From an optimization exercise on the open Yosys and OpenROAD flow, aimed at small area, a short achievable clock period and few clock cycles; shortcuts taken in it are not production practice.
Where RTL was checked, it was by simulation tests only, not by an equivalence proof against the original.
No functional check of the RTL was part of runs 1 and 2.

### flow/run.sh
#!/bin/bash
# synth_recipe.tcl (not shown) runs the flow's synth.tcl, then flattens the netlist and writes it again
# the make line also repeats each setting of config.mk as NAME=value (left out here)
make -C /OpenROAD-flow-scripts/flow DESIGN_CONFIG=/design/flow/config.mk WORK_HOME=/design/flow/orfs CLKGATE_MAP_FILE= SYNTH_SCRIPT=/design/flow/synth_recipe.tcl finish
### flow/config.mk
export PLATFORM = sky130hd
export DESIGN_NAME = sha_accel_top
export DESIGN_NICKNAME = sha_accel_top
export VERILOG_FILES = /design/flow/design.v
export SDC_FILE = /design/flow/constraint.sdc
export NUM_CORES = 4
export LEC_CHECK = 0
export CAP_MARGIN = 20
export CORE_MARGIN = 2
export CORE_UTILIZATION = 40
export SLEW_MARGIN = 20
### flow/constraint.sdc
create_clock -name core_clock -period 10.0 [get_ports {clk}]
set_input_delay 2.0000 -clock core_clock [delete_from_list [all_inputs] [get_ports {clk}]]
set_output_delay 2.0000 -clock core_clock [all_outputs]
set_load 0.01 [all_outputs]
### flow/design.v
package sha_pkg;
    function automatic logic [31:0] bswap32(input logic [31:0] x);
        bswap32 = {x[7:0], x[15:8], x[23:16], x[31:24]};
    endfunction
    function automatic logic [31:0] rotr(input logic [31:0] x, input int n);
        rotr = (x >> n) | (x << (32 - n));
    endfunction
    function automatic logic [31:0] k_const(input logic [5:0] t);
        case (t)
            6'd0:  k_const = 32'h428a2f98; 6'd1:  k_const = 32'h71374491;
            6'd2:  k_const = 32'hb5c0fbcf; 6'd3:  k_const = 32'he9b5dba5;
            6'd4:  k_const = 32'h3956c25b; 6'd5:  k_const = 32'h59f111f1;
            6'd6:  k_const = 32'h923f82a4; 6'd7:  k_const = 32'hab1c5ed5;
            6'd8:  k_const = 32'hd807aa98; 6'd9:  k_const = 32'h12835b01;
            6'd10: k_const = 32'h243185be; 6'd11: k_const = 32'h550c7dc3;
            6'd12: k_const = 32'h72be5d74; 6'd13: k_const = 32'h80deb1fe;
            6'd14: k_const = 32'h9bdc06a7; 6'd15: k_const = 32'hc19bf174;
            6'd16: k_const = 32'he49b69c1; 6'd17: k_const = 32'hefbe4786;
            6'd18: k_const = 32'h0fc19dc6; 6'd19: k_const = 32'h240ca1cc;
            6'd20: k_const = 32'h2de92c6f; 6'd21: k_const = 32'h4a7484aa;
            6'd22: k_const = 32'h5cb0a9dc; 6'd23: k_const = 32'h76f988da;
            6'd24: k_const = 32'h983e5152; 6'd25: k_const = 32'ha831c66d;
            6'd26: k_const = 32'hb00327c8; 6'd27: k_const = 32'hbf597fc7;
            6'd28: k_const = 32'hc6e00bf3; 6'd29: k_const = 32'hd5a79147;
            6'd30: k_const = 32'h06ca6351; 6'd31: k_const = 32'h14292967;
            6'd32: k_const = 32'h27b70a85; 6'd33: k_const = 32'h2e1b2138;
            6'd34: k_const = 32'h4d2c6dfc; 6'd35: k_const = 32'h53380d13;
            6'd36: k_const = 32'h650a7354; 6'd37: k_const = 32'h766a0abb;
            6'd38: k_const = 32'h81c2c92e; 6'd39: k_const = 32'h92722c85;
            6'd40: k_const = 32'ha2bfe8a1; 6'd41: k_const = 32'ha81a664b;
            6'd42: k_const = 32'hc24b8b70; 6'd43: k_const = 32'hc76c51a3;
            6'd44: k_const = 32'hd192e819; 6'd45: k_const = 32'hd6990624;
            6'd46: k_const = 32'hf40e3585; 6'd47: k_const = 32'h106aa070;
            6'd48: k_const = 32'h19a4c116; 6'd49: k_const = 32'h1e376c08;
            6'd50: k_const = 32'h2748774c; 6'd51: k_const = 32'h34b0bcb5;
            6'd52: k_const = 32'h391c0cb3; 6'd53: k_const = 32'h4ed8aa4a;
            6'd54: k_const = 32'h5b9cca4f; 6'd55: k_const = 32'h682e6ff3;
            6'd56: k_const = 32'h748f82ee; 6'd57: k_const = 32'h78a5636f;
            6'd58: k_const = 32'h84c87814; 6'd59: k_const = 32'h8cc70208;
            6'd60: k_const = 32'h90befffa; 6'd61: k_const = 32'ha4506ceb;
            6'd62: k_const = 32'hbef9a3f7; default: k_const = 32'hc67178f2;
        endcase
    endfunction
    function automatic logic [31:0] k_next(input logic [5:0] t);
        case (t)
            6'd0: k_next = 32'h71374491;
            6'd1: k_next = 32'hb5c0fbcf;
            6'd2: k_next = 32'he9b5dba5;
            6'd3: k_next = 32'h3956c25b;
            6'd4: k_next = 32'h59f111f1;
            6'd5: k_next = 32'h923f82a4;
            6'd6: k_next = 32'hab1c5ed5;
            6'd7: k_next = 32'hd807aa98;
            6'd8: k_next = 32'h12835b01;
            6'd9: k_next = 32'h243185be;
            6'd10: k_next = 32'h550c7dc3;
            6'd11: k_next = 32'h72be5d74;
            6'd12: k_next = 32'h80deb1fe;
            6'd13: k_next = 32'h9bdc06a7;
            6'd14: k_next = 32'hc19bf174;
            6'd15: k_next = 32'he49b69c1;
            6'd16: k_next = 32'hefbe4786;
            6'd17: k_next = 32'h0fc19dc6;
            6'd18: k_next = 32'h240ca1cc;
            6'd19: k_next = 32'h2de92c6f;
            6'd20: k_next = 32'h4a7484aa;
            6'd21: k_next = 32'h5cb0a9dc;
            6'd22: k_next = 32'h76f988da;
            6'd23: k_next = 32'h983e5152;
            6'd24: k_next = 32'ha831c66d;
            6'd25: k_next = 32'hb00327c8;
            6'd26: k_next = 32'hbf597fc7;
            6'd27: k_next = 32'hc6e00bf3;
            6'd28: k_next = 32'hd5a79147;
            6'd29: k_next = 32'h06ca6351;
            6'd30: k_next = 32'h14292967;
            6'd31: k_next = 32'h27b70a85;
            6'd32: k_next = 32'h2e1b2138;
            6'd33: k_next = 32'h4d2c6dfc;
            6'd34: k_next = 32'h53380d13;
            6'd35: k_next = 32'h650a7354;
            6'd36: k_next = 32'h766a0abb;
            6'd37: k_next = 32'h81c2c92e;
            6'd38: k_next = 32'h92722c85;
            6'd39: k_next = 32'ha2bfe8a1;
            6'd40: k_next = 32'ha81a664b;
            6'd41: k_next = 32'hc24b8b70;
            6'd42: k_next = 32'hc76c51a3;
            6'd43: k_next = 32'hd192e819;
            6'd44: k_next = 32'hd6990624;
            6'd45: k_next = 32'hf40e3585;
            6'd46: k_next = 32'h106aa070;
            6'd47: k_next = 32'h19a4c116;
            6'd48: k_next = 32'h1e376c08;
            6'd49: k_next = 32'h2748774c;
            6'd50: k_next = 32'h34b0bcb5;
            6'd51: k_next = 32'h391c0cb3;
            6'd52: k_next = 32'h4ed8aa4a;
            6'd53: k_next = 32'h5b9cca4f;
            6'd54: k_next = 32'h682e6ff3;
            6'd55: k_next = 32'h748f82ee;
            6'd56: k_next = 32'h78a5636f;
            6'd57: k_next = 32'h84c87814;
            6'd58: k_next = 32'h8cc70208;
            6'd59: k_next = 32'h90befffa;
            6'd60: k_next = 32'ha4506ceb;
            6'd61: k_next = 32'hbef9a3f7;
            6'd62: k_next = 32'hc67178f2;
            default: k_next = 32'h428a2f98;
        endcase
    endfunction
endpackage
module csr_regs
(
    input  logic         clk,
    input  logic         areset,
    input  logic         csr_read,
    input  logic         csr_write,
    input  logic [3:0]   csr_address,
    input  logic [31:0]  csr_writedata,
    input  logic         data_ready,
    input  logic         done_status,
    input  logic [255:0] digest,
    output logic         start,
    output logic         data_go,
    output logic [25:0]  len_blocks,
    output logic [31:0]  csr_readdata,
    output logic         csr_waitrequest
);
    logic wr_ctrl;
    logic wr_data;
    logic wr_len;
    assign wr_ctrl = csr_write && (csr_address[1:0] == 2'd1);
    assign wr_data = csr_write && (csr_address[1:0] == 2'd2);
    assign wr_len  = csr_write && (csr_address[1:0] == 2'd3);
    assign start   = wr_ctrl && csr_writedata[4];
    assign data_go = wr_data && data_ready;
    always_ff @(posedge clk or posedge areset)
    begin
        if (areset)
            len_blocks <= '0;
        else if (wr_len)
            len_blocks <= csr_writedata[31:6];
    end
    always_comb
    begin
        if (csr_address[3])
            csr_readdata = sha_pkg::bswap32(digest[32*csr_address[2:0] +: 32]);
        else
        begin
            csr_readdata = '0;
            csr_readdata[5] = done_status;
        end
    end
    assign csr_waitrequest = wr_data && !data_ready;
    logic unused;
    assign unused = csr_read;
endmodule
module block_assembler
(
    input  logic        clk,
    input  logic        areset,
    input  logic        start,
    input  logic        data_go,
    input  logic [25:0] len_blocks,
    output logic        data_ready,
    output logic        step_go,
    output logic [5:0]  step_t,
    output logic        use_pad,
    output logic [31:0] pad_word,
    output logic        round_go,
    output logic        chain,
    output logic        fin,
    output logic        done_status
);
    logic        busy;
    logic        ended;
    logic        pad;
    logic        last_blk;
    logic        last_rnd;
    logic        chain_rnd;
    logic [25:0] blk_left;
    logic        can_step;
    logic        msg_phase;
    assign can_step   = busy && (!ended || fin);
    assign msg_phase  = !pad && (step_t[5:4] == 2'd0);
    assign data_ready = can_step && msg_phase;
    assign step_go    = can_step && (msg_phase ? data_go : 1'b1);
    assign use_pad    = pad;
    assign chain      = chain_rnd || fin;
    always_comb
    begin
        case (step_t[3:0])
            4'd0:    pad_word = 32'h8000_0000;
            4'd14:   pad_word = {29'b0, len_blocks[25:23]};
            4'd15:   pad_word = {len_blocks[22:0], 9'b0};
            default: pad_word = '0;
        endcase
    end
    always_ff @(posedge clk or posedge areset)
    begin
        if (areset)
        begin
            busy        <= 1'b0;
            ended       <= 1'b0;
            pad         <= 1'b0;
            last_blk    <= 1'b0;
            last_rnd    <= 1'b0;
            chain_rnd   <= 1'b0;
            round_go    <= 1'b0;
            fin         <= 1'b0;
            done_status <= 1'b0;
            step_t      <= '0;
            blk_left    <= '0;
        end
        else
        begin
            round_go <= step_go;
            last_rnd <= step_go && (step_t == 6'd63);
            chain_rnd <= step_go && (step_t >= 6'd61);
            fin      <= last_rnd;
            if (start)
            begin
                busy        <= 1'b1;
                ended       <= 1'b0;
                pad         <= (len_blocks == '0);
                last_blk    <= 1'b0;
                done_status <= 1'b0;
                step_t      <= '0;
                blk_left    <= len_blocks;
            end
            else
            begin
                if (fin)
                begin
                    ended <= 1'b0;
                    if (last_blk)
                        busy <= 1'b0;
                end
                if (last_rnd && last_blk)
                    done_status <= 1'b1;
                if (step_go)
                begin
                    step_t <= step_t + 6'd1;
                    if (step_t == 6'd63)
                    begin
                        ended <= 1'b1;
                        if (pad)
                            last_blk <= 1'b1;
                        else
                        begin
                            blk_left <= blk_left - 26'd1;
                            if (blk_left == 26'd1)
                                pad <= 1'b1;
                        end
                    end
                end
            end
        end
    end
endmodule
module sha256_core
(
    input  logic         clk,
    input  logic         start,
    input  logic         step_go,
    input  logic [5:0]   step_t,
    input  logic         use_pad,
    input  logic [31:0]  pad_word,
    input  logic [31:0]  bus_word,
    input  logic         round_go,
    input  logic         chain,
    input  logic         fin,
    output logic [255:0] digest
);
    localparam logic [255:0] IV = {
        32'h5be0cd19, 32'h1f83d9ab, 32'h9b05688c, 32'h510e527f,
        32'ha54ff53a, 32'h3c6ef372, 32'hbb67ae85, 32'h6a09e667
    };
    function automatic logic [63:0] csa(input logic [31:0] x, input logic [31:0] y,
                                        input logic [31:0] z);
        csa = {((x & y) | (x & z) | (y & z)) << 1, x ^ y ^ z};
    endfunction
    logic [15:0][31:0] w;       
    logic [31:0]       kq;      
    logic [31:0]       hkw;     
    logic [7:0][31:0]  wv;      
    logic [7:0][31:0]  hv;      
    logic [31:0] a, b, c, d, e, f, g, h;
    assign {h, g, f, e, d, c, b, a} = wv;
    logic [31:0] in_word;
    logic [31:0] s0w, s1w;
    logic [63:0] sc1, sc2;
    logic [63:0] kc1, kc2, kc3;
    logic [63:0] ec1;
    logic [31:0] sch_word;
    logic [31:0] h_in;
    logic [31:0] hkw_late, hkw_early;
    logic        early;
    assign early   = (step_t[5:4] == 2'd0);
    assign in_word = use_pad ? pad_word : sha_pkg::bswap32(bus_word);
    assign s0w = sha_pkg::rotr(w[1], 7) ^ sha_pkg::rotr(w[1], 18) ^ (w[1] >> 3);
    assign s1w = sha_pkg::rotr(w[14], 17) ^ sha_pkg::rotr(w[14], 19) ^ (w[14] >> 10);
    assign sc1 = csa(w[0], w[9], s0w);
    assign sc2 = csa(sc1[31:0], sc1[63:32], s1w);
    assign sch_word = sc2[31:0] + sc2[63:32];
    assign kc1 = csa(g, kq, w[9]);
    assign kc2 = csa(kc1[31:0], kc1[63:32], w[0]);
    assign kc3 = csa(kc2[31:0], kc2[63:32], s0w);
    logic [63:0] kc4;
    assign kc4 = csa(kc3[31:0], kc3[63:32], s1w);
    assign hkw_late = kc4[31:0] + kc4[63:32];
    assign h_in = round_go ? g : (fin ? hv[6] : h);
    assign ec1 = csa(h_in, kq, in_word);
    assign hkw_early = ec1[31:0] + ec1[63:32];
    always_ff @(posedge clk)
    begin
        if (step_go)
        begin
            w   <= {(early ? in_word : sch_word), w[15:1]};
            hkw <= early ? hkw_early : hkw_late;
        end
        if (start)
            kq <= 32'h428a2f98;
        else if (step_go)
            kq <= sha_pkg::k_next(step_t);
    end
    logic [31:0] bs0, bs1, ch, maj;
    logic [63:0] re1, re2, ra1, ra2, ra3;
    logic [31:0] a_new, e_new;
    assign bs0 = sha_pkg::rotr(a, 2) ^ sha_pkg::rotr(a, 13) ^ sha_pkg::rotr(a, 22);
    assign bs1 = sha_pkg::rotr(e, 6) ^ sha_pkg::rotr(e, 11) ^ sha_pkg::rotr(e, 25);
    assign ch  = (e & f) ^ (~e & g);
    assign maj = (a & b) ^ (a & c) ^ (b & c);
    assign re1 = csa(hkw, ch, d);
    assign re2 = csa(re1[31:0], re1[63:32], bs1);
    assign e_new = re2[31:0] + re2[63:32];
    assign ra1 = csa(hkw, ch, maj);
    assign ra2 = csa(ra1[31:0], ra1[63:32], bs0);
    assign ra3 = csa(ra2[31:0], ra2[63:32], bs1);
    assign a_new = ra3[31:0] + ra3[63:32];
    logic [31:0] ha_sum, he_sum;
    logic [7:0][31:0] hv_rot;
    assign ha_sum = hv[3] + a;
    assign he_sum = hv[7] + e;
    assign hv_rot = {hv[6], hv[5], hv[4], he_sum, hv[2], hv[1], hv[0], ha_sum};
    always_ff @(posedge clk)
    begin
        if (round_go)
            wv <= {g, f, e, e_new, c, b, a, a_new};
        else if (fin)
            wv <= hv_rot;
        else if (start)
            wv <= IV;
        if (chain)
            hv <= hv_rot;
        else if (start)
            hv <= IV;
    end
    assign digest = hv;
endmodule
module sha_accel_top
(
    input  logic        clk,
    input  logic        areset,
    input  logic        csr_read,
    input  logic        csr_write,
    input  logic [3:0]  csr_address,
    input  logic [31:0] csr_writedata,
    output logic [31:0] csr_readdata,
    output logic        csr_waitrequest
);
    logic         start;
    logic         data_go;
    logic         data_ready;
    logic [25:0]  len_blocks;
    logic         done_status;
    logic [255:0] digest;
    logic         step_go;
    logic [5:0]   step_t;
    logic         use_pad;
    logic [31:0]  pad_word;
    logic         round_go;
    logic         chain;
    logic         fin;
    csr_regs u_csr (
        .clk             (clk),
        .areset          (areset),
        .csr_read        (csr_read),
        .csr_write       (csr_write),
        .csr_address     (csr_address),
        .csr_writedata   (csr_writedata),
        .data_ready      (data_ready),
        .done_status     (done_status),
        .digest          (digest),
        .start           (start),
        .data_go         (data_go),
        .len_blocks      (len_blocks),
        .csr_readdata    (csr_readdata),
        .csr_waitrequest (csr_waitrequest)
    );
    block_assembler u_asm (
        .clk         (clk),
        .areset      (areset),
        .start       (start),
        .data_go     (data_go),
        .len_blocks  (len_blocks),
        .data_ready  (data_ready),
        .step_go     (step_go),
        .step_t      (step_t),
        .use_pad     (use_pad),
        .pad_word    (pad_word),
        .round_go    (round_go),
        .chain       (chain),
        .fin         (fin),
        .done_status (done_status)
    );
    sha256_core u_core (
        .clk      (clk),
        .start    (start),
        .step_go  (step_go),
        .step_t   (step_t),
        .use_pad  (use_pad),
        .pad_word (pad_word),
        .bus_word (csr_writedata),
        .round_go (round_go),
        .chain    (chain),
        .fin      (fin),
        .digest   (digest)
    );
endmodule
==> impl_metrics.yaml, run 1 <==
grt:
  grt_max_degree: 217
  grt_antenna_before_repair: 1
  grt_pass1_wl_mm: 298
  grt_pass1_vias: 43800
  grt_overflow_total: 0
  grt_usage_pct: 23.4
setup_path:
  r2r_start: "u_asm.step_t[0]"
  cp-startpoint: "u_asm.step_t[0]"
  crit_slowest_cell: "o2bb2ai_1"
  endpoint_kind: "flip-flop"
  worst_path_largest_cell_delay_ns: 1.25
  critical_path_arrival_ns: 7.34
  reg2reg_to: "u_core.hkw[27]"
  crit_family: "compound AO/OA/AOI/OAI gates"
  startpoint_type: "flip-flop"
  critPathBufInv: 1
  crit_path_max_fanout: 23
  required_ns: 10.52
  setup.worst_path.class: "reg -> reg"
  cp_cell_sequence: "buf_4 > ha_1 > nand3_1 > o2bb2ai_1 > fa_1 > ha_1 > and2_1 > o21a_1 > o21ai_0 > a21oi_1 > a31oi_1 > o21ai_0 > a31oi_1 > xor2_1 > o22ai_1"
  rrSetupSlack_ns: 3.18
  rr_worst_depth: 15
min_path:
  holdPathEnd: "u_asm.fin"
  hp-class: "reg -> reg"
  hp-start: "u_asm.last_rnd"
  worstHoldPathCells: 0
synth:
  async_flop_share_pct: 5.80
  syn_nets: 6321
  synth_area_um2: 68500
  synth_cells: 5667
  synth_seq_cells: 1155
  synth-main-ff-cell: "edfxtp_1"
  synth_top_area_share_pct: 46.3
  synth_edf_count: 1056
  syn_area_per_cell_um2: 12.1
  synth_area_leaders: "edfxtp_1, fa_1, ha_1, xnor2_1, inv_1"
  yosysUniqueCellTypes: 85
  synth-seq-area-share_pct: 49.7
  yosysTopAreaCell: "edfxtp_1"
  yosysWarningCount: 3
clock_network:
  cts.root.buffer_cell: "clkbuf_16"
  cts-resized-gates: 0
  insertion_delay_ns: 0.82
  ctsHoldBuffers: 0
  cts_buffers: 131
  cts_sinks: 1155
  cts_tree: "built"
  clk_path_buf_depth: 3
  cts_setup_buffers: 0
  clkTransAtPathRegs_ns: 0.06
  htree_levels: 4
drt:
  firstDrtPassIters: 6
  wl_mm: 204
  viasPerCell: 5.69
  ant_nets: 0
  via_count: 45400
  drtIter0Drc: 4760
  wl_per_cell_um: 25.6
  drc: 0
final_layout:
  fin_nets: 6308
  utilization_pct: 44.7
  drive_gt1_share_pct: 6.78
  diodes: 0
  synthToLayoutAreaGrowth_pct: 10.7
timing:
  rsz0062_at_grt: "no"
  fin_crit_sh_pct: 68.2
  maxSlewHeadroom_pct: 17.7
  skew_ns: 0.0477
  worst_slew_pin_slew_ns: 1.24
  hold_viol_final: 0
  fin_setup_tns_ns: 0
  slew_violations: 0
  setup_viol: 0
  min_period_ns: 6.82
  fmax_mhz: 147
status:
  outcome: "finished clean"
placement:
  globalplace.congestion: 0.968
  dp_hpwl_mm: 150
  port_buffers: 71
die:
  dieArea_um2: 174000
  start_util_pct: 40.4
  die_h_um: 418
  top_level_ports: 73
  rows: 151
  die_w_um: 418
  core_um2: 170000
flow_run:
  cap_violations: 0
-- cell usage after synthesis, drive strengths merged, types with 55 or more instances --
| master | number |
|---|---|
| fa | 372 |
| nor2 | 305 |
| o21ai | 248 |
| nand2b | 154 |
| mux2i | 86 |
| a22o | 88 |
| mux4 | 67 |
| nand3 | 68 |
| xor2 | 121 |
| nor3 | 55 |
| inv | 522 |
| nand2 | 307 |
| a21oi | 315 |
| edfxtp | 1056 |
| and2 | 109 |
| nor2b | 65 |
| dfrtp | 67 |
| clkbuf | 240 |
| xnor2 | 330 |
| a211oi | 58 |
| ha | 242 |
| a21o | 134 |
-- cells by family after synthesis --
logic type	share of synthesized area, %
flip-flops	49.7
XOR/XNOR	5.77
AND/OR/NAND/NOR	8.75
buffers and inverters	4.42
multiplexers	3.92
AO/OA/AOI/OAI	12.0
adder cells (fa/ha/maj)	15.4
-- layout make-up --
class | count | area, um2
Inverter | 524 | 1980
Fill cell | 15700 | 93900
Clock inverter | 72 | 795
Multi-Input combinational cell | 3712 | 31500
Tap cell | 2218 | 2780
Timing Repair Buffer | 130 | 1270
Sequential cell | 1155 | 34000
Clock buffer | 163 | 3460
-- per-stage QoR --
step                std cells  worst slack (ns)  hold slack [ns]  cell area [um2]
floorplan                5667             0.448            0.354            68500
global placement         7737              2.72            0.356            71500
detailed placement       7737              2.63            0.368            71500
CTS                      7972              3.15            0.377            75700
global route             7974              3.01            0.396            75800
finish                   7974              3.18            0.373            75800
-- layout by cell type, fill, tap and decap left out, types with 21 or more instances in the layout --
cell type / synthesis / routed
o211ai_1: 32 / 32
nand2_1: 306 / 303
buf_4: 6 / 52
o22a_1: 49 / 49
a21oi_1: 315 / 315
fa_1: 372 / 372
and2_1: 108 / 108
dfxtp_1: 32 / 32
edfxtp_1: 1056 / 1056
a22o_1: 88 / 88
dfrtp_1: 67 / 62
a21o_1: 134 / 134
clkbuf_16: 0 / 132
o21ai_0: 244 / 242
and3_1: 29 / 29
clkdlybuf4s50_1: 0 / 68
xor2_1: 121 / 121
mux2_2: 28 / 28
nor3_1: 53 / 53
nand2b_1: 154 / 154
mux2i_1: 86 / 86
a31oi_1: 41 / 41
ha_1: 242 / 242
nand4_1: 21 / 21
nor2b_1: 65 / 61
o21a_1: 42 / 42
xnor2_1: 330 / 330
or3_1: 26 / 26
a22oi_1: 22 / 22
inv_1: 520 / 517
nand3_1: 68 / 68
mux4_2: 67 / 67
clkinv_1: 1 / 25
o22ai_1: 34 / 34
a211oi_1: 58 / 58
o31ai_1: 31 / 31
clkbuf_1: 240 / 27
o2bb2ai_1: 21 / 21
nor2_1: 305 / 302
-- registers in the layout (all words and copies together), names as in the netlist --
| name | cells |
|---|---|
| u_asm.ended | 1 |
| u_core.kq | 32 |
| u_csr.len_blocks | 26 |
| u_asm.step_t | 6 |
| u_asm.blk_left | 26 |
| u_asm.busy | 1 |
| u_asm.round_go | 1 |
| u_asm.pad | 1 |
| u_core.hv | 256 |
| u_asm.last_rnd | 1 |
| u_asm.chain_rnd | 1 |
| u_asm.last_blk | 1 |
| u_core.w | 512 |
| u_asm.done_status | 1 |
| u_asm.fin | 1 |
| u_core.wv | 256 |
| u_core.hkw | 32 |
-- how the worst max path moves through the flow --
| stage | endpoint | slack, ns | depth (start not counted) |
|---|---|---|---|
| floorplan | u_core.hv[0] | 0.45 | 6 |
| global placement | u_core.hkw[24] | 2.72 | 14 |
| detailed placement | u_core.hkw[24] | 2.63 | 14 |
| CTS | csr_readdata[31] | 3.15 | 6 |
| global route | u_core.hkw[31] | 3.01 | 15 |
| finish | u_core.hkw[27] | 3.18 | 15 |
-- per-layer routing --
metal | vias to the layer above | track usage, % | wire length, um
met1 | 23200 | 33.0 | 88000
met5 | - | 0 | 0
li1 | 20200 | - | -
met2 | 1726 | 36.9 | 95400
met3 | 254 | 4.03 | 15300
met4 | 0 | 6.85 | 5770
==> run 2, diff against run 1 <==
--- a/flow/config.mk
+++ b/flow/config.mk
@@ -8,4 +8,5 @@
 export CAP_MARGIN = 20
 export CORE_MARGIN = 2
 export CORE_UTILIZATION = 40
+export SETUP_SLACK_MARGIN = 4.5
 export SLEW_MARGIN = 20
==> impl_metrics.yaml, run 2 <==
clock_network:
  clk_path_buf_depth: 3
  htree_levels: 4
  insertion_delay_ns: 0.80
  clkTransAtPathRegs_ns: 0.05
  cts_sinks: 1155
  cts_tree: "built"
  cts.root.buffer_cell: "clkbuf_16"
  cts_buffers: 131
  ctsHoldBuffers: 0
synth:
  syn_nets: 6321
  syn_area_per_cell_um2: 12.1
  synth_edf_count: 1056
  yosysMostFrequentCell: "edfxtp_1"
  synth_top_area_share_pct: 46.3
  synth-seq-area-share_pct: 49.7
  synth_common_cells: "edfxtp_1, inv_1, fa_1, xnor2_1, a21oi_1"
  yosysTopAreaCell: "edfxtp_1"
  yosysUniqueCellTypes: 85
  async_flop_share_pct: 5.80
  yosysWarningCount: 3
  synth_area_leaders: "edfxtp_1, fa_1, ha_1, xnor2_1, inv_1"
  synth_seq_cells: 1155
  synth-main-ff-cell: "edfxtp_1"
  synth_area_um2: 68500
  synth_cells: 5667
timing:
  hold_viol_final: 0
  min_period_ns: 5.57
  fmax_mhz: 180
  setup_viol: 0
  maxSlewHeadroom_pct: 21.8
  fin_crit_sh_pct: 55.7
  skew_ns: 0.0447
  worst_slew_pin_slew_ns: 1.17
  rsz0062_at_grt: "yes"
  slew_violations: 0
  fin_setup_tns_ns: 0
die:
  top_level_ports: 73
  rows: 151
  die_w_um: 418
  dieArea_um2: 174000
  core_um2: 170000
  die_h_um: 418
  start_util_pct: 40.4
drt:
  wl_mm: 208
  ant_nets: 0
  drtIter0Drc: 4589
  firstDrtPassIters: 6
  drc: 0
  wl_per_cell_um: 25.9
  via_count: 45700
  viasPerCell: 5.68
final_layout:
  drive_gt1_share_pct: 9.53
  largest_reg_flops: 512
  layout_commonest_cell: "edfxtp_1"
  reg.largest.list: "u_core.w x512, u_core.hv x256, u_core.wv x256"
  fin_nets: 6372
  fillers: 15500
  mostFrequentLayoutCells: "edfxtp_1, inv_1, fa_1, xnor2_1, a21oi_1"
  synthToLayoutAreaGrowth_pct: 12.5
  largest_register: "u_core.w"
setup_path:
  setup.worst_path.class: "in -> out"
  worst_path_largest_cell_delay_ns: 0.60
  crit_slowest_cell: "mux4_2"
  crit_path_max_fanout: 7
  critical_path_arrival_ns: 3.57
  required_ns: 8.00
  crit_family: "multiplexers"
  critPathBufInv: 4
  path_common_cell: "buf_16"
  cp_cell_sequence: "buf_16 > buf_16 > buf_4 > mux4_2 > mux2i_4 > nor2b_1 > clkbuf_2"
  endpoint_kind: "output pin"
  startpoint_type: "primary input"
grt:
  grt_pass1_wl_mm: 302
  grt_antenna_before_repair: 1
  grt_pass1_vias: 44200
  grt_overflow_total: 0
  grt_usage_pct: 23.7
  grt_max_degree: 176
placement:
  port_buffers: 71
  dp_hpwl_mm: 151
  globalplace.congestion: 0.929
min_path:
  hp-class: "reg -> reg"
status:
  outcome: "finished clean"
flow_run:
  cap_violations: 0
[run 2: cell counts after synthesis]
No cell type changed its count.
[run 2: per-stage QoR]
step | std cells | hold WS (ns) | cell area (um2) | setup WS [ns] | utilization (%)
after floorplan | 5667 | 0.354 | 68500 | 4.34 | -
after global placement | 7741 | 0.357 | 71500 | 2.71 | 42.1
after detailed placement | 7741 | 0.367 | 71500 | 2.74 | 42.1
after CTS | 8024 | 0.378 | 76600 | 4.32 | 45.1
after global routing | 8042 | 0.399 | 77000 | 4.41 | 45.4
final | 8044 | 0.374 | 77000 | 4.43 | 45.4
[run 2: metal layers]
layer	up-vias	share of wire, %	GRT usage (%)
met5	-	0	0
met4	0	3.4	7.89
met3	294	7.7	4.68
met2	1671	46	37.2
met1	23400	43	33.1
li1	20300	-	-
[run 2: final cells by class]
type	count	area [um2]	share of cell area (%)
Antenna cell	2	5.00	0.00650
Clock buffer	164	3520	4.57
Clock inverter	75	701	0.910
Inverter	524	1980	2.58
Multi-Input combinational cell	3713	31900	41.5
Sequential cell	1155	34000	44.2
Tap cell	2218	2780	3.60
Timing Repair Buffer	193	2050	2.66
[run 2: kinds of logic after synthesis]
| logic type | synth area share (%) |
|---|---|
| AOI/OAI and AO/OA | 12.0 |
| xor gates and xnor gates | 5.77 |
| adders and majority gates | 15.4 |
| buffers and inverters | 4.42 |
| DFF | 49.7 |
| muxes | 3.92 |
| and+or+nand+nor | 8.75 |
[run 2: path summary, 6_finish.rpt]
check | startpoint | endpoint | slack (ns) | depth (start not counted)
worst max-delay path | csr_address[0] | csr_readdata[31] | 4.43 | 7
worst min-delay path | u_asm.last_rnd | u_asm.fin | 0.37 | 0
worst max register to register | u_core.wv[133] | u_core.wv[28] | 4.55 | 17
worst min register to register | u_asm.last_rnd | u_asm.fin | 0.37 | 0
max in group asynchronous | areset | u_asm.round_go | 7.41 | 3
min in group asynchronous | areset | u_asm.blk_left[11] | 1.83 | 3
[run 2: what timing repair did]
item	in CTS	in global routing
cloned	8	0
buffers inserted	36	17
pin swaps	8	16
resized for setup	158	72
endpoints found under the hold margin	0	0
endpoints found under the setup margin	63	52
[run 2: worst register-to-register path, delay by kind of cell, from the launching register on]
| family | cells | cell delay, ns |
|---|---|---|
| fa+ha+maj | 4 | 1.84 |
| compound gates | 6 | 1.27 |
| simple gates | 2 | 0.77 |
| buf+inv | 3 | 0.43 |
| mux | 1 | 0.40 |
| flops | 1 | 0.34 |
| xor+xnor | 1 | 0.14 |
==> run 3, diff against run 2 <==
--- a/flow/design.v
+++ b/flow/design.v
@@ -120,16 +120,27 @@
     input  logic [31:0]  csr_writedata,
     input  logic         data_ready,
     input  logic         done_status,
+    input  logic         done_next,
     input  logic [255:0] digest,
+    input  logic         digest0_new,
+    input  logic [31:0]  digest0_next,
     output logic         start,
     output logic         data_go,
     output logic [25:0]  len_blocks,
     output logic [31:0]  csr_readdata,
     output logic         csr_waitrequest
 );
-    logic wr_ctrl;
-    logic wr_data;
-    logic wr_len;
+    logic        wr_ctrl;
+    logic        wr_data;
+    logic        wr_len;
+    logic        rd_dig;        
+    logic [2:0]  rd_idx;        
+    logic        hit;
+    logic        rd_stall;
+    logic        nxt_dig;
+    logic [2:0]  nxt_idx;
+    logic [31:0] rdata;
+    logic [31:0] dig_word;
     assign wr_ctrl = csr_write && (csr_address[1:0] == 2'd1);
     assign wr_data = csr_write && (csr_address[1:0] == 2'd2);
     assign wr_len  = csr_write && (csr_address[1:0] == 2'd3);
@@ -142,19 +153,58 @@
         else if (wr_len)
             len_blocks <= csr_writedata[31:6];
     end
+    assign hit = (csr_address[3] == rd_dig)
+              && (!rd_dig || (csr_address[2:0] == rd_idx));
+    assign rd_stall = csr_read && !hit;
     always_comb
     begin
-        if (csr_address[3])
-            csr_readdata = sha_pkg::bswap32(digest[32*csr_address[2:0] +: 32]);
+        nxt_dig = rd_dig;
+        nxt_idx = rd_idx;
+        if (rd_stall)
+        begin
+            nxt_dig = csr_address[3];
+            nxt_idx = csr_address[2:0];
+        end
+        else if (csr_read)
+        begin
+            if (rd_dig)
+            begin
+                nxt_dig = (rd_idx != 3'd7);
+                nxt_idx = rd_idx + 3'd1;
+            end
+            else if (done_status)
+            begin
+                nxt_dig = 1'b1;
+                nxt_idx = 3'd0;
+            end
+        end
+    end
+    always_ff @(posedge clk or posedge areset)
+    begin
+        if (areset)
+        begin
+            rd_dig <= 1'b0;
+            rd_idx <= '0;
+        end
         else
         begin
-            csr_readdata = '0;
-            csr_readdata[5] = done_status;
+            rd_dig <= nxt_dig;
+            rd_idx <= nxt_idx;
         end
     end
-    assign csr_waitrequest = wr_data && !data_ready;
-    logic unused;
-    assign unused = csr_read;
+    assign dig_word = (digest0_new && nxt_idx == 3'd0) ? digest0_next
+                                                       : digest[32*nxt_idx +: 32];
+    always_comb
+    begin
+        rdata = '0;
+        if (nxt_dig)
+            rdata = sha_pkg::bswap32(dig_word);
+        else
+            rdata[5] = done_next;
+    end
+    always_ff @(posedge clk)
+        csr_readdata <= rdata;
+    assign csr_waitrequest = rd_stall || (wr_data && !data_ready);
 endmodule
 module block_assembler
 (
@@ -171,7 +221,8 @@
     output logic        round_go,
     output logic        chain,
     output logic        fin,
-    output logic        done_status
+    output logic        done_status,
+    output logic        done_next
 );
     logic        busy;
     logic        ended;
@@ -197,6 +248,14 @@
             default: pad_word = '0;
         endcase
     end
+    assign done_next = !start && (done_status || (last_rnd && last_blk));
+    always_ff @(posedge clk or posedge areset)
+    begin
+        if (areset)
+            done_status <= 1'b0;
+        else
+            done_status <= done_next;
+    end
     always_ff @(posedge clk or posedge areset)
     begin
         if (areset)
@@ -209,7 +268,6 @@
             chain_rnd   <= 1'b0;
             round_go    <= 1'b0;
             fin         <= 1'b0;
-            done_status <= 1'b0;
             step_t      <= '0;
             blk_left    <= '0;
         end
@@ -225,7 +283,6 @@
                 ended       <= 1'b0;
                 pad         <= (len_blocks == '0);
                 last_blk    <= 1'b0;
-                done_status <= 1'b0;
                 step_t      <= '0;
                 blk_left    <= len_blocks;
             end
@@ -237,8 +294,6 @@
                     if (last_blk)
                         busy <= 1'b0;
                 end
-                if (last_rnd && last_blk)
-                    done_status <= 1'b1;
                 if (step_go)
                 begin
                     step_t <= step_t + 6'd1;
@@ -271,7 +326,8 @@
     input  logic         round_go,
     input  logic         chain,
     input  logic         fin,
-    output logic [255:0] digest
+    output logic [255:0] digest,
+    output logic [31:0]  digest0_next
 );
     localparam logic [255:0] IV = {
         32'h5be0cd19, 32'h1f83d9ab, 32'h9b05688c, 32'h510e527f,
@@ -358,6 +414,7 @@
             hv <= IV;
     end
     assign digest = hv;
+    assign digest0_next = ha_sum;
 endmodule
 module sha_accel_top
 (
@@ -375,6 +432,8 @@
     logic         data_ready;
     logic [25:0]  len_blocks;
     logic         done_status;
+    logic         done_next;
+    logic [31:0]  digest0_next;
     logic [255:0] digest;
     logic         step_go;
     logic [5:0]   step_t;
@@ -392,6 +451,9 @@
         .csr_writedata   (csr_writedata),
         .data_ready      (data_ready),
         .done_status     (done_status),
+        .done_next       (done_next),
+        .digest0_new     (fin),
+        .digest0_next    (digest0_next),
         .digest          (digest),
         .start           (start),
         .data_go         (data_go),
@@ -413,7 +475,8 @@
         .round_go    (round_go),
         .chain       (chain),
         .fin         (fin),
-        .done_status (done_status)
+        .done_status (done_status),
+        .done_next   (done_next)
     );
     sha256_core u_core (
         .clk      (clk),
@@ -426,6 +489,7 @@
         .round_go (round_go),
         .chain    (chain),
         .fin      (fin),
-        .digest   (digest)
+        .digest   (digest),
+        .digest0_next (digest0_next)
     );
 endmodule
--- a/flow/config.mk
+++ b/flow/config.mk
@@ -5,8 +5,9 @@
 export SDC_FILE = /design/flow/constraint.sdc
 export NUM_CORES = 4
 export LEC_CHECK = 0
+export ABC_CLOCK_PERIOD_IN_PS = 5000
 export CAP_MARGIN = 20
 export CORE_MARGIN = 2
 export CORE_UTILIZATION = 40
-export SETUP_SLACK_MARGIN = 4.5
+export SETUP_SLACK_MARGIN = 5
 export SLEW_MARGIN = 20
==> impl_metrics.yaml, run 3 <==
timing:
  setup_viol: 0
  fin_setup_tns_ns: 0
  maxSlewHeadroom_pct: 18.5
  hold_viol_final: 0
  skew_ns: 0.0455
  worst_slew_pin_slew_ns: 1.19
  fin_crit_sh_pct: 51.7
  min_period_ns: 5.17
  rsz0062_at_grt: "yes"
  slew_violations: 0
  fmax_mhz: 193
grt:
  grt_overflow_total: 0
  grt_usage_pct: 26.2
  grt_max_degree: 164
  grt_pass1_vias: 48000
  grt_antenna_before_repair: 9
  grt_pass1_wl_mm: 339
synth:
  synth-main-ff-cell: "edfxtp_1"
  synth_area_leaders: "edfxtp_1, fa_1, ha_1, xnor2_1, inv_1"
  synth_xor_area_share_pct: 5.69
  yosysMostFrequentCell: "edfxtp_1"
  synth_edf_count: 1056
  synth-seq-area-share_pct: 49.7
  syn_nets: 6554
  synth.mux.area_fraction_pct: 3.29
  synthAdderAreaFrac_pct: 15.1
  synth_seq_cells: 1191
  synth_top_area_share_pct: 45.3
  yosysUniqueCellTypes: 94
  yosysTopAreaCell: "edfxtp_1"
  synth_compound_area_share_pct: 12.6
  synth_cells: 5898
  async_flop_share_pct: 5.96
  yosysWarningCount: 3
  synth_area_um2: 70000
  synth_common_cells: "edfxtp_1, inv_1, nand2_1, fa_1, xnor2_1"
  syn_area_per_cell_um2: 11.9
  synth_top_family_by_area: "adder cells"
  yosys.area_share.simple_pct: 9.00
drt:
  viasPerCell: 5.74
  drtIter0Drc: 5129
  drc: 0
  wl_mm: 236
  firstDrtPassIters: 9
  ant_nets: 0
  via_count: 48700
  wl_per_cell_um: 27.8
final_layout:
  layout_commonest_cell: "edfxtp_1"
  drive_gt1_share_pct: 13.0
  fillers: 16000
  seq_area_um2: 34800
  largest_reg_flops: 512
  synthToLayoutAreaGrowth_pct: 15.1
  reg.largest.list: "u_core.w x512, u_core.hv x256, u_core.wv x256"
  fin_nets: 6720
  multi_input_area_um2: 33700
  largest_register: "u_core.w"
  finish.instance_area_um2: 80600
  diodes: 0
  mostFrequentLayoutCells: "edfxtp_1, inv_1, nand2_1, fa_1, xnor2_1"
setup_path:
  startpoint_type: "flip-flop"
  critical_path_arrival_ns: 5.68
  critPathBufInv: 4
  rr_worst_depth: 18
  reg2reg_to: "u_core.hkw[30]"
  r2r_start: "u_core.wv[203]"
  path_common_cell: "fa_1"
  crit_family: "adder cells"
  required_ns: 10.51
  endpoint_kind: "flip-flop"
  crit_path_max_fanout: 6
  rrSetupSlack_ns: 4.83
  cp_cell_sequence: "fa_1 > fa_1 > inv_1 > fa_1 > fa_1 > inv_1 > ha_1 > a21o_1 > nand3_1 > a21oi_1 > a21oi_2 > buf_6 > a311oi_4 > buf_4 > a31oi_4 > o21ai_2 > xnor2_2 > mux2i_1"
  crit_slowest_cell: "fa_1"
  worst_path_largest_cell_delay_ns: 0.55
  setup.worst_path.class: "reg -> reg"
die:
  core_um2: 174000
  rows: 153
  die_w_um: 422
  start_util_pct: 40.3
  top_level_ports: 73
  die_h_um: 422
  dieArea_um2: 178000
clock_network:
  cts_sinks: 1191
  htree_levels: 4
  insertion_delay_ns: 0.82
  cts_tree: "built"
  cts_buffers: 132
  cts.root.buffer_cell: "clkbuf_16"
  clkTransAtPathRegs_ns: 0.06
  clk_path_buf_depth: 3
placement:
  port_buffers: 72
  dp_hpwl_mm: 173
  dpl_cell_area_um2: 73200
  globalplace.congestion: 0.991
flow_run:
  cap_violations: 0
min_path:
  hp-class: "reg -> reg"
  worstHoldPathCells: 0
  holdPathEnd: "u_asm.fin"
  hp-start: "u_asm.last_rnd"
status:
  outcome: "finished clean"
## run 3: cell count changes in the layout (fill, tap and decap cells not counted), sizes merged, moves of 17 or more
cell	delta
buf	+113
nand2	+77
o21ai	+66
dfxtp	+32
nor2b	-31
inv	+29
clkdlybuf4s50	+28
mux2i	-19
and3	+18
o2bb2ai	-18
a211oi	+17
## run 3: kinds of logic after synthesis
kind of cell	after synthesis
AO/OA/AOI/OAI	1335
multiplexers	145
adder cells (fa/ha/maj)	626
AND/OR/NAND/NOR	1305
flip-flops	1191
buffers and inverters	841
XOR/XNOR	455
## run 3: layout make-up
type                            instances  area share, %
Inverter                              555           2.61
Multi-Input combinational cell       3866           41.8
Clock inverter                         54          0.750
Sequential cell                      1191           43.2
Timing Repair Buffer                  318           3.40
Tap cell                             2325           3.61
Clock buffer                          184           4.59
## run 3: per-layer routing
metal	wire length (um)	vias up	GRT usage, %
li1	-	21300	-
met3	18200	438	4.51
met1	99900	24900	36.6
met2	107000	2049	40.5
met5	44	-	0
met4	10700	6	10.4
## run 3: worst max-delay path by stage
| stage | from | to | slack [ns] | cells after the start |
|---|---|---|---|---|
| floorplan | csr_writedata[25] | u_core.hkw[31] | 5.01 | 15 |
| global placement | csr_writedata[10] | u_core.hkw[31] | 3.54 | 13 |
| detailed placement | csr_writedata[8] | u_core.hkw[28] | 3.55 | 12 |
| CTS | csr_address[0] | csr_waitrequest | 4.86 | 6 |
| global route | u_core.wv[194] | u_core.hkw[30] | 4.73 | 18 |
| finish | u_core.wv[203] | u_core.hkw[30] | 4.83 | 18 |
## run 3: repair_timing
action | 4_1_cts | 5_1_grt
gates cloned | 0 | 1
setup endpoints to repair | 93 | 45
buffers inserted | 108 | 72
hold buffers | 0 | 0
resized for setup | 242 | 148
pin swaps | 58 | 109
## run 3: per-stage QoR
stage               cells  hold slack, ns  util [%]  worst slack, ns
floorplan            5898           0.354         -             5.01
global placement     8074           0.362      42.1             3.54
detailed placement   8074           0.379      42.1             3.55
CTS                  8420           0.391      45.6             4.86
global route         8493           0.396      46.3             4.73
finish               8493           0.383      46.3             4.83
Testbench counts of run 3, summed over its fixed seeds: cycles 27,557.
==> run 4, diff against run 3 <==
--- a/flow/config.mk
+++ b/flow/config.mk
@@ -5,7 +5,6 @@
 export SDC_FILE = /design/flow/constraint.sdc
 export NUM_CORES = 4
 export LEC_CHECK = 0
-export ABC_CLOCK_PERIOD_IN_PS = 5000
 export CAP_MARGIN = 20
 export CORE_MARGIN = 2
 export CORE_UTILIZATION = 40
==> impl_metrics.yaml, run 4 <==
final_layout:
  synthToLayoutAreaGrowth_pct: 15.1
  largest_register: "u_core.w"
  fillers: 16000
  diodes: 0
  mostFrequentLayoutCells: "edfxtp_1, inv_1, nand2_1, fa_1, xnor2_1"
  drive_gt1_share_pct: 13.0
  largest_reg_flops: 512
  layout_commonest_cell: "edfxtp_1"
  fin_nets: 6720
  reg.largest.list: "u_core.w x512, u_core.hv x256, u_core.wv x256"
synth:
  yosysWarningCount: 3
  synth_common_cells: "edfxtp_1, inv_1, nand2_1, fa_1, xnor2_1"
  synth-seq-area-share_pct: 49.7
  yosysTopAreaCell: "edfxtp_1"
  syn_nets: 6554
  synth_edf_count: 1056
  synth_seq_cells: 1191
  synth_cells: 5898
  synth_area_leaders: "edfxtp_1, fa_1, ha_1, xnor2_1, inv_1"
  yosysMostFrequentCell: "edfxtp_1"
  yosysUniqueCellTypes: 94
  synth-main-ff-cell: "edfxtp_1"
  async_flop_share_pct: 5.96
  syn_area_per_cell_um2: 11.9
  synth_area_um2: 70000
  synth_top_area_share_pct: 45.3
timing:
  setup_viol: 0
  fin_setup_tns_ns: 0
  worst_slew_pin_slew_ns: 1.19
  setup_ws_ns: 4.83
  fmax_mhz: 193
  slew_violations: 0
  rsz0062_at_grt: "yes"
  fin_crit_sh_pct: 51.7
  min_period_ns: 5.17
  skew_ns: 0.0455
  maxSlewHeadroom_pct: 18.5
  hold_viol_final: 0
clock_network:
  cts_sinks: 1191
  clk_path_buf_depth: 3
  cts_tree: "built"
  insertion_delay_ns: 0.82
  ctsHoldBuffers: 0
  htree_levels: 4
  cts.root.buffer_cell: "clkbuf_16"
  clkTransAtPathRegs_ns: 0.06
  cts_buffers: 132
drt:
  viasPerCell: 5.74
  wl_mm: 236
  drc: 0
  ant_nets: 0
  wl_per_cell_um: 27.8
  drtIter0Drc: 5129
  via_count: 48700
  firstDrtPassIters: 9
die:
  core_um2: 174000
  dieArea_um2: 178000
  die_w_um: 422
  rows: 153
  top_level_ports: 73
  start_util_pct: 40.3
  die_h_um: 422
setup_path:
  crit_path_max_fanout: 6
  startpoint_type: "flip-flop"
  reg2reg_to: "u_core.hkw[30]"
  crit_family: "adder cells"
  setup.worst_path.class: "reg -> reg"
  rrSetupSlack_ns: 4.83
  cp-startpoint: "u_core.wv[203]"
  cp_cell_sequence: "fa_1 > fa_1 > inv_1 > fa_1 > fa_1 > inv_1 > ha_1 > a21o_1 > nand3_1 > a21oi_1 > a21oi_2 > buf_6 > a311oi_4 > buf_4 > a31oi_4 > o21ai_2 > xnor2_2 > mux2i_1"
  path_common_cell: "fa_1"
  worst_path_largest_cell_delay_ns: 0.55
  required_ns: 10.51
  critical_path_arrival_ns: 5.68
  rr_worst_depth: 18
  endpoint_kind: "flip-flop"
  r2r_start: "u_core.wv[203]"
  crit_slowest_cell: "fa_1"
  critPathBufInv: 4
min_path:
  hp-class: "reg -> reg"
  holdPathEnd: "u_asm.fin"
  hp-start: "u_asm.last_rnd"
  worstHoldPathCells: 0
grt:
  grt_pass1_vias: 48000
  grt_overflow_total: 0
  grt_antenna_before_repair: 9
  grt_max_degree: 164
  grt_pass1_wl_mm: 339
  grt_usage_pct: 26.2
placement:
  dp_hpwl_mm: 173
  globalplace.congestion: 0.991
  port_buffers: 72
  dpl_worst_slack_ns: 3.55
flow_run:
  cap_violations: 0
status:
  outcome: "finished clean"
## run 4: cell counts in the layout (fill, tap and decap cells not counted)
No cell type changed its count.
## run 4: cell type report
class | count | area, um2 | area share (%)
flip-flops and latches | 1191 | 34800 | 43.2
multi-input cells | 3866 | 33700 | 41.8
clock buffers | 184 | 3700 | 4.59
well taps | 2325 | 2910 | 3.61
repair buffers | 318 | 2740 | 3.40
inverters | 555 | 2100 | 2.61
clock inverters | 54 | 604 | 0.750
## run 4: timing repair
action                                 4_1_cts  5_1_grt
pin swaps                                   58      109
gates resized for setup                    242      148
setup buffers                              108       72
setup endpoints to repair                   93       45
cloned                                       0        1
endpoints found under the hold margin        0        0
## run 4: stage by stage
stage	utilization (%)	std cells	hold slack, ns	cell area (um2)
floorplan	-	5898	0.354	70100
global placement	42.1	8074	0.362	73200
detailed placement	42.1	8074	0.379	73200
CTS	45.6	8420	0.391	79300
global route	46.3	8493	0.396	80600
finish	46.3	8493	0.383	80600
## run 4: worst max-delay path by stage
stage                            to  slack, ns  depth (start not counted)
finish               u_core.hkw[30]       4.83                         18
global route         u_core.hkw[30]       4.73                         18
CTS                 csr_waitrequest       4.86                          6
detailed placement   u_core.hkw[28]       3.55                         12
global placement     u_core.hkw[31]       3.54                         13
floorplan            u_core.hkw[31]       5.01                         15
## run 4: worst register-to-register path: cells and delay by family (launching register included)
| family | cells | cell delay (ns) |
|---|---|---|
| adder cells (fa/ha/maj) | 5 | 2.48 |
| AO/OA/AOI/OAI | 6 | 1.01 |
| flip-flops | 1 | 0.53 |
| buffers and inverters | 4 | 0.45 |
| XOR/XNOR | 1 | 0.17 |
| multiplexers | 1 | 0.12 |
| AND/OR/NAND/NOR | 1 | 0.11 |
## run 4: logic make-up after synthesis
group / Yosys count / synth area share (%)
buffers and inverters: 841 / 4.58
adder cells (fa/ha/maj): 626 / 15.1
flip-flops: 1191 / 49.7
AO/OA/AOI/OAI: 1335 / 12.6
XOR/XNOR: 455 / 5.69
AND/OR/NAND/NOR: 1305 / 9.00
multiplexers: 145 / 3.29
## run 4: layer usage
| metal | up-vias | track usage, % | routed length [um] | share of wire (%) |
|---|---|---|---|---|
| li1 | 21300 | - | - | - |
| met1 | 24900 | 36.6 | 99900 | 42 |
| met2 | 2049 | 40.5 | 107000 | 45 |
| met3 | 438 | 4.51 | 18200 | 7.7 |
| met4 | 6 | 10.4 | 10700 | 4.5 |
| met5 | - | 0 | 44 | 0.019 |
==> run 5, diff against run 4 <==
--- a/flow/design.v
+++ b/flow/design.v
@@ -224,38 +224,71 @@
     output logic        done_status,
     output logic        done_next
 );
-    logic        busy;
-    logic        ended;
-    logic        pad;
-    logic        last_blk;
+    logic        busy, busy_n;
+    logic        ended, ended_n;
+    logic        pad, pad_n;
+    logic        last_blk, last_blk_n;
+    logic [5:0]  step_n;
+    logic [25:0] blk_left, blk_n;
+    logic        one_left, one_n;   
     logic        last_rnd;
     logic        chain_rnd;
-    logic [25:0] blk_left;
+    logic        staged;
     logic        can_step;
     logic        msg_phase;
-    assign can_step   = busy && (!ended || fin);
-    assign msg_phase  = !pad && (step_t[5:4] == 2'd0);
-    assign data_ready = can_step && msg_phase;
-    assign step_go    = can_step && (msg_phase ? data_go : 1'b1);
-    assign use_pad    = pad;
-    assign chain      = chain_rnd || fin;
+    assign can_step  = busy && (!ended || fin);
+    assign msg_phase = !pad && (step_t[5:4] == 2'd0);
+    assign step_go   = can_step && (msg_phase ? staged : 1'b1);
+    logic [3:0] pad_idx;
+    assign use_pad   = start ? (len_blocks == '0) : pad_n;
+    assign pad_idx   = start ? 4'd0 : step_n[3:0];
+    assign chain     = chain_rnd || fin;
     always_comb
     begin
-        case (step_t[3:0])
+        case (pad_idx)
             4'd0:    pad_word = 32'h8000_0000;
             4'd14:   pad_word = {29'b0, len_blocks[25:23]};
             4'd15:   pad_word = {len_blocks[22:0], 9'b0};
             default: pad_word = '0;
         endcase
     end
-    assign done_next = !start && (done_status || (last_rnd && last_blk));
-    always_ff @(posedge clk or posedge areset)
+    always_comb
     begin
-        if (areset)
-            done_status <= 1'b0;
-        else
-            done_status <= done_next;
+        busy_n     = busy;
+        ended_n    = ended;
+        pad_n      = pad;
+        last_blk_n = last_blk;
+        step_n     = step_t;
+        blk_n      = blk_left;
+        one_n      = one_left;
+        if (fin)
+        begin
+            ended_n = 1'b0;
+            if (last_blk)
+                busy_n = 1'b0;
+        end
+        if (step_go)
+        begin
+            step_n = step_t + 6'd1;
+            if (step_t == 6'd63)
+            begin
+                ended_n = 1'b1;
+                if (pad)
+                    last_blk_n = 1'b1;
+                else
+                begin
+                    blk_n = blk_left - 26'd1;
+                    one_n = (blk_left == 26'd2);
+                    if (one_left)
+                        pad_n = 1'b1;
+                end
+            end
+        end
     end
+    assign data_ready = busy && !pad
+                     && ((can_step && ((step_t < 6'd15) || (step_t == 6'd15 && !staged)))
+                         || last_rnd);
+    assign done_next = !start && (done_status || (last_rnd && last_blk));
     always_ff @(posedge clk or posedge areset)
     begin
         if (areset)
@@ -268,49 +301,40 @@
             chain_rnd   <= 1'b0;
             round_go    <= 1'b0;
             fin         <= 1'b0;
+            staged      <= 1'b0;
+            done_status <= 1'b0;
             step_t      <= '0;
             blk_left    <= '0;
+            one_left    <= 1'b0;
         end
         else
         begin
-            round_go <= step_go;
-            last_rnd <= step_go && (step_t == 6'd63);
-            chain_rnd <= step_go && (step_t >= 6'd61);
-            fin      <= last_rnd;
             if (start)
             begin
-                busy        <= 1'b1;
-                ended       <= 1'b0;
-                pad         <= (len_blocks == '0);
-                last_blk    <= 1'b0;
-                step_t      <= '0;
-                blk_left    <= len_blocks;
+                busy     <= 1'b1;
+                ended    <= 1'b0;
+                pad      <= (len_blocks == '0);
+                last_blk <= 1'b0;
+                step_t   <= '0;
+                blk_left <= len_blocks;
+                one_left <= (len_blocks == 26'd1);
             end
             else
             begin
-                if (fin)
-                begin
-                    ended <= 1'b0;
-                    if (last_blk)
-                        busy <= 1'b0;
-                end
-                if (step_go)
-                begin
-                    step_t <= step_t + 6'd1;
-                    if (step_t == 6'd63)
-                    begin
-                        ended <= 1'b1;
-                        if (pad)
-                            last_blk <= 1'b1;
-                        else
-                        begin
-                            blk_left <= blk_left - 26'd1;
-                            if (blk_left == 26'd1)
-                                pad <= 1'b1;
-                        end
-                    end
-                end
+                busy     <= busy_n;
+                ended    <= ended_n;
+                pad      <= pad_n;
+                last_blk <= last_blk_n;
+                step_t   <= step_n;
+                blk_left <= blk_n;
+                one_left <= one_n;
             end
+            done_status <= done_next;
+            round_go    <= step_go;
+            last_rnd    <= step_go && (step_t == 6'd63);
+            chain_rnd   <= step_go && (step_t >= 6'd61);
+            fin         <= last_rnd;
+            staged      <= data_go;
         end
     end
 endmodule
@@ -338,7 +362,8 @@
         csa = {((x & y) | (x & z) | (y & z)) << 1, x ^ y ^ z};
     endfunction
     logic [15:0][31:0] w;       
-    logic [31:0]       kq;      
+    logic [31:0]       bus_q;   
+    logic [31:0]       k_t;     
     logic [31:0]       hkw;     
     logic [7:0][31:0]  wv;      
     logic [7:0][31:0]  hv;      
@@ -347,39 +372,39 @@
     logic [31:0] in_word;
     logic [31:0] s0w, s1w;
     logic [63:0] sc1, sc2;
-    logic [63:0] kc1, kc2, kc3;
-    logic [63:0] ec1;
     logic [31:0] sch_word;
     logic [31:0] h_in;
-    logic [31:0] hkw_late, hkw_early;
     logic        early;
     assign early   = (step_t[5:4] == 2'd0);
-    assign in_word = use_pad ? pad_word : sha_pkg::bswap32(bus_word);
+    assign in_word = bus_q;
     assign s0w = sha_pkg::rotr(w[1], 7) ^ sha_pkg::rotr(w[1], 18) ^ (w[1] >> 3);
     assign s1w = sha_pkg::rotr(w[14], 17) ^ sha_pkg::rotr(w[14], 19) ^ (w[14] >> 10);
     assign sc1 = csa(w[0], w[9], s0w);
     assign sc2 = csa(sc1[31:0], sc1[63:32], s1w);
     assign sch_word = sc2[31:0] + sc2[63:32];
-    assign kc1 = csa(g, kq, w[9]);
-    assign kc2 = csa(kc1[31:0], kc1[63:32], w[0]);
-    assign kc3 = csa(kc2[31:0], kc2[63:32], s0w);
-    logic [63:0] kc4;
-    assign kc4 = csa(kc3[31:0], kc3[63:32], s1w);
-    assign hkw_late = kc4[31:0] + kc4[63:32];
     assign h_in = round_go ? g : (fin ? hv[6] : h);
-    assign ec1 = csa(h_in, kq, in_word);
-    assign hkw_early = ec1[31:0] + ec1[63:32];
+    logic [31:0] w9m, s0m, s1m;
+    logic [63:0] hc1, hc2, hc3, hc4;
+    assign w9m = early ? 32'd0 : w[9];
+    assign s0m = early ? 32'd0 : s0w;
+    assign s1m = early ? 32'd0 : s1w;
+    assign hc1 = csa(h_in, k_t, early ? in_word : w[0]);
+    assign hc2 = csa(w9m, s0m, s1m);
+    assign hc3 = csa(hc1[31:0], hc1[63:32], hc2[31:0]);
+    assign hc4 = csa(hc3[31:0], hc3[63:32], hc2[63:32]);
+    always_ff @(posedge clk)
+        bus_q <= use_pad ? pad_word : sha_pkg::bswap32(bus_word);
     always_ff @(posedge clk)
     begin
         if (step_go)
         begin
             w   <= {(early ? in_word : sch_word), w[15:1]};
-            hkw <= early ? hkw_early : hkw_late;
+            hkw <= hc4[31:0] + hc4[63:32];
         end
         if (start)
-            kq <= 32'h428a2f98;
+            k_t <= 32'h428a2f98;
         else if (step_go)
-            kq <= sha_pkg::k_next(step_t);
+            k_t <= sha_pkg::k_next(step_t);
     end
     logic [31:0] bs0, bs1, ch, maj;
     logic [63:0] re1, re2, ra1, ra2, ra3;
--- a/flow/config.mk
+++ b/flow/config.mk
@@ -7,6 +7,6 @@
 export LEC_CHECK = 0
 export CAP_MARGIN = 20
 export CORE_MARGIN = 2
-export CORE_UTILIZATION = 40
+export CORE_UTILIZATION = 60
 export SETUP_SLACK_MARGIN = 5
 export SLEW_MARGIN = 20
==> impl_metrics.yaml, run 5 <==
status:
  outcome: "finished clean"
timing:
  fin_setup_tns_ns: 0
  hold_viol_final: 0
  skew_ns: 0.0586
  worst_slew_pin_slew_ns: 1.12
  fin_crit_sh_pct: 54.8
  rsz0062_at_grt: "yes"
  slew_violations: 0
  min_period_ns: 5.48
  maxSlewHeadroom_pct: 25.3
  whs_ns: 0.390
  fmax_mhz: 182
  setup_viol: 0
min_path:
  worstHoldPathCells: 0
  hp-class: "reg -> reg"
  hp-start: "u_core.w[98]"
  holdPathEnd: "u_core.w[66]"
drt:
  ant_nets: 0
  firstDrtPassIters: 6
  via_count: 49000
  drc: 0
  wl_mm: 217
  wl_per_cell_um: 28.0
  viasPerCell: 6.30
  drtIter0Drc: 6090
die:
  top_level_ports: 73
  start_util_pct: 60.6
  die_w_um: 344
  dieArea_um2: 118000
  die_h_um: 344
  core_um2: 115000
  rows: 124
setup_path:
  required_ns: 10.53
  reg2reg_to: "u_core.hkw[26]"
  rrSetupSlack_ns: 4.52
  rr_worst_depth: 23
  startpoint_type: "flip-flop"
  critical_path_arrival_ns: 6.01
  setup.worst_path.class: "reg -> reg"
  endpoint_kind: "flip-flop"
  crit_path_max_fanout: 5
  r2r_start: "u_asm.fin"
flow_run:
  cap_violations: 0
clock_network:
  cts_sinks: 1225
  clk_path_buf_depth: 3
  ctsHoldBuffers: 0
  insertion_delay_ns: 0.80
  htree_levels: 4
  cts_tree: "built"
  cts.root.buffer_cell: "clkbuf_16"
  clkTransAtPathRegs_ns: 0.06
  cts_buffers: 132
final_layout:
  largest_register: "u_core.w"
  largest_reg_flops: 512
  drive_gt1_share_pct: 11.5
  fillers: 8356
  final_cells: 7774
  synthToLayoutAreaGrowth_pct: 13.5
  utilization_pct: 68.7
  fin_nets: 6745
  mostFrequentLayoutCells: "edfxtp_1, inv_1, nand2_1, nor2_1, fa_1"
  reg.largest.list: "u_core.w x512, u_core.hv x256, u_core.wv x256"
  layout_commonest_cell: "edfxtp_1"
synth:
  yosysMostFrequentCell: "edfxtp_1"
  synth_area_um2: 69400
  yosysUniqueCellTypes: 102
  synth_cells: 6017
  yosysWarningCount: 3
  synth_common_cells: "edfxtp_1, inv_1, nand2_1, nor2_1, fa_1"
  synth_area_leaders: "edfxtp_1, fa_1, ha_1, xnor2_1, inv_1"
  synth_top_area_share_pct: 45.7
  async_flop_share_pct: 5.96
  syn_area_per_cell_um2: 11.5
  synth-main-ff-cell: "edfxtp_1"
  synth_seq_cells: 1225
  yosysTopAreaCell: "edfxtp_1"
  synth-seq-area-share_pct: 51.1
  syn_nets: 6608
  synth_edf_count: 1056
grt:
  grtUsageMet3_pct: 5.84
  grt_pass1_vias: 47200
  grt_max_degree: 202
  use_met2_pct: 57.3
  met1_usage_pct: 50.0
  grt_antenna_before_repair: 1
  grt_usage_pct: 36.6
  grt_pass1_wl_mm: 314
  top_usage_layer: "met2"
  grt_overflow_total: 0
placement:
  dp.cells: 7350
  port_buffers: 72
  globalplace.congestion: 0.984
  dp_hpwl_mm: 150
-- run 5: changes by cell type after synthesis, sizes merged, moves of 34 or more --
cell and delta:
xor2 +34, nand2 +99, a21o -49, inv +45
nor2 +50, mux4 -47, xnor2 -52, ha -34
-- run 5: area by class of cell --
class                      instances  area (um2)  area share (%)
multi-input combinational       3885       31600            40.1
inverter                         600        2280            2.89
tap                             1512        1890            2.40
sequential                      1225       35500            45.1
clock inverter                    72         895            1.14
clock buffer                     169        3550            4.51
timing repair buffer             310        3060            3.88
antenna                            1        2.50         0.00318
-- run 5: critical path, cell delays in order, from the launching register on --
cell and delay (ns):
dfrtp_4 0.52, buf_8 0.16, clkinvlp_4 0.09, nor2_4 0.04, buf_12 0.14, a22o_4 0.22
a21o_1 0.17, fa_1 0.47, inv_1 0.05, fa_1 0.48, inv_1 0.05, fa_1 0.48
ha_4 0.19, fa_2 0.34, a211o_1 0.34, a21oi_2 0.18, o21ai_2 0.08, a21oi_2 0.19
o21ai_2 0.11, a311oi_2 0.39, buf_4 0.19, o31ai_2 0.06, a211oi_1 0.22, nor3_1 0.06
-- run 5: worst max path at each step --
stage,from,to,slack [ns],cells after the start
finish,u_asm.fin,u_core.hkw[26],4.52,23
global route,u_asm.fin,u_core.hkw[30],4.40,23
CTS,u_asm.round_go,u_core.hkw[26],4.62,21
detailed placement,u_asm.fin,u_core.hkw[30],2.82,20
global placement,u_asm.fin,u_core.hkw[31],2.96,20
floorplan,csr_address[0],u_core.wv[0],3.69,5
-- run 5: metal layers --
layer / part of all wire, % / vias to the layer above
li1: - / 21400
met1: 40 / 24300
met2: 45 / 2703
met3: 8.7 / 602
met4: 6.3 / 2
met5: 0.0060 / -
-- run 5: through the flow --
| stage | setup WS, ns | cell area [um2] |
|---|---|---|
| 4_1_cts | 4.62 | 77700 |
| 5_1_grt | 4.40 | 78700 |
| 2_1_floorplan | 3.69 | 69400 |
| 3_5_place_dp | 2.82 | 71300 |
| 3_3_place_gp | 2.96 | 71300 |
| 6_report | 4.52 | 78700 |
-- run 5: kinds of logic after synthesis --
| logic type | Yosys count | synth area share, % |
|---|---|---|
| adder cells (fa/ha/maj) | 561 | 13.8 |
| multiplexers | 125 | 2.23 |
| XOR/XNOR | 437 | 5.52 |
| flip-flops | 1225 | 51.1 |
| AO/OA/AOI/OAI | 1273 | 12.1 |
| AND/OR/NAND/NOR | 1487 | 10.2 |
| buffers and inverters | 909 | 5.08 |
-- run 5: what timing repair did --
action	in CTS	in global routing
resized for setup	190	119
hold endpoints to repair	0	0
setup buffers	117	55
gates cloned	10	0
setup endpoints to repair	93	52
pin swaps	61	76
Testbench counts of run 5, summed over its fixed seeds: cycles 27,660.

## afterwards: timing with drivers on the ports
The flow's constraints put no driver on any port. The routed layouts listed below were extracted and timed again, unchanged, in two steps. Step 1 sets driving cells, clkbuf_16 on the clock port and buf_2 on the other inputs (assumed; they add their load-dependent delay and slew). Step 2 moves the port delays by t, midway between the first and last clock arrival at a register: inputs arrive t later, outputs are due t later. That takes back most of the time a late clock gives input paths. a / b / c = no drivers / after step 1 / after step 2; a / b = the first two.
run	shift t [ns]	setup slack, ns	latest minus earliest clock arrival (ns)
run 1	0.879	3.179 / 3.179 / 2.834	0.049 / 0.049
run 2	0.861	4.429 / 4.196 / 3.745	0.047 / 0.047
run 3	0.886	4.829 / 4.829 / 4.091	0.047 / 0.048
run 4	0.886	4.829 / 4.829 / 4.091	0.047 / 0.048
run 5	0.846	4.518 / 4.518 / 4.379	0.060 / 0.060
After both steps every run listed still meets setup and hold.
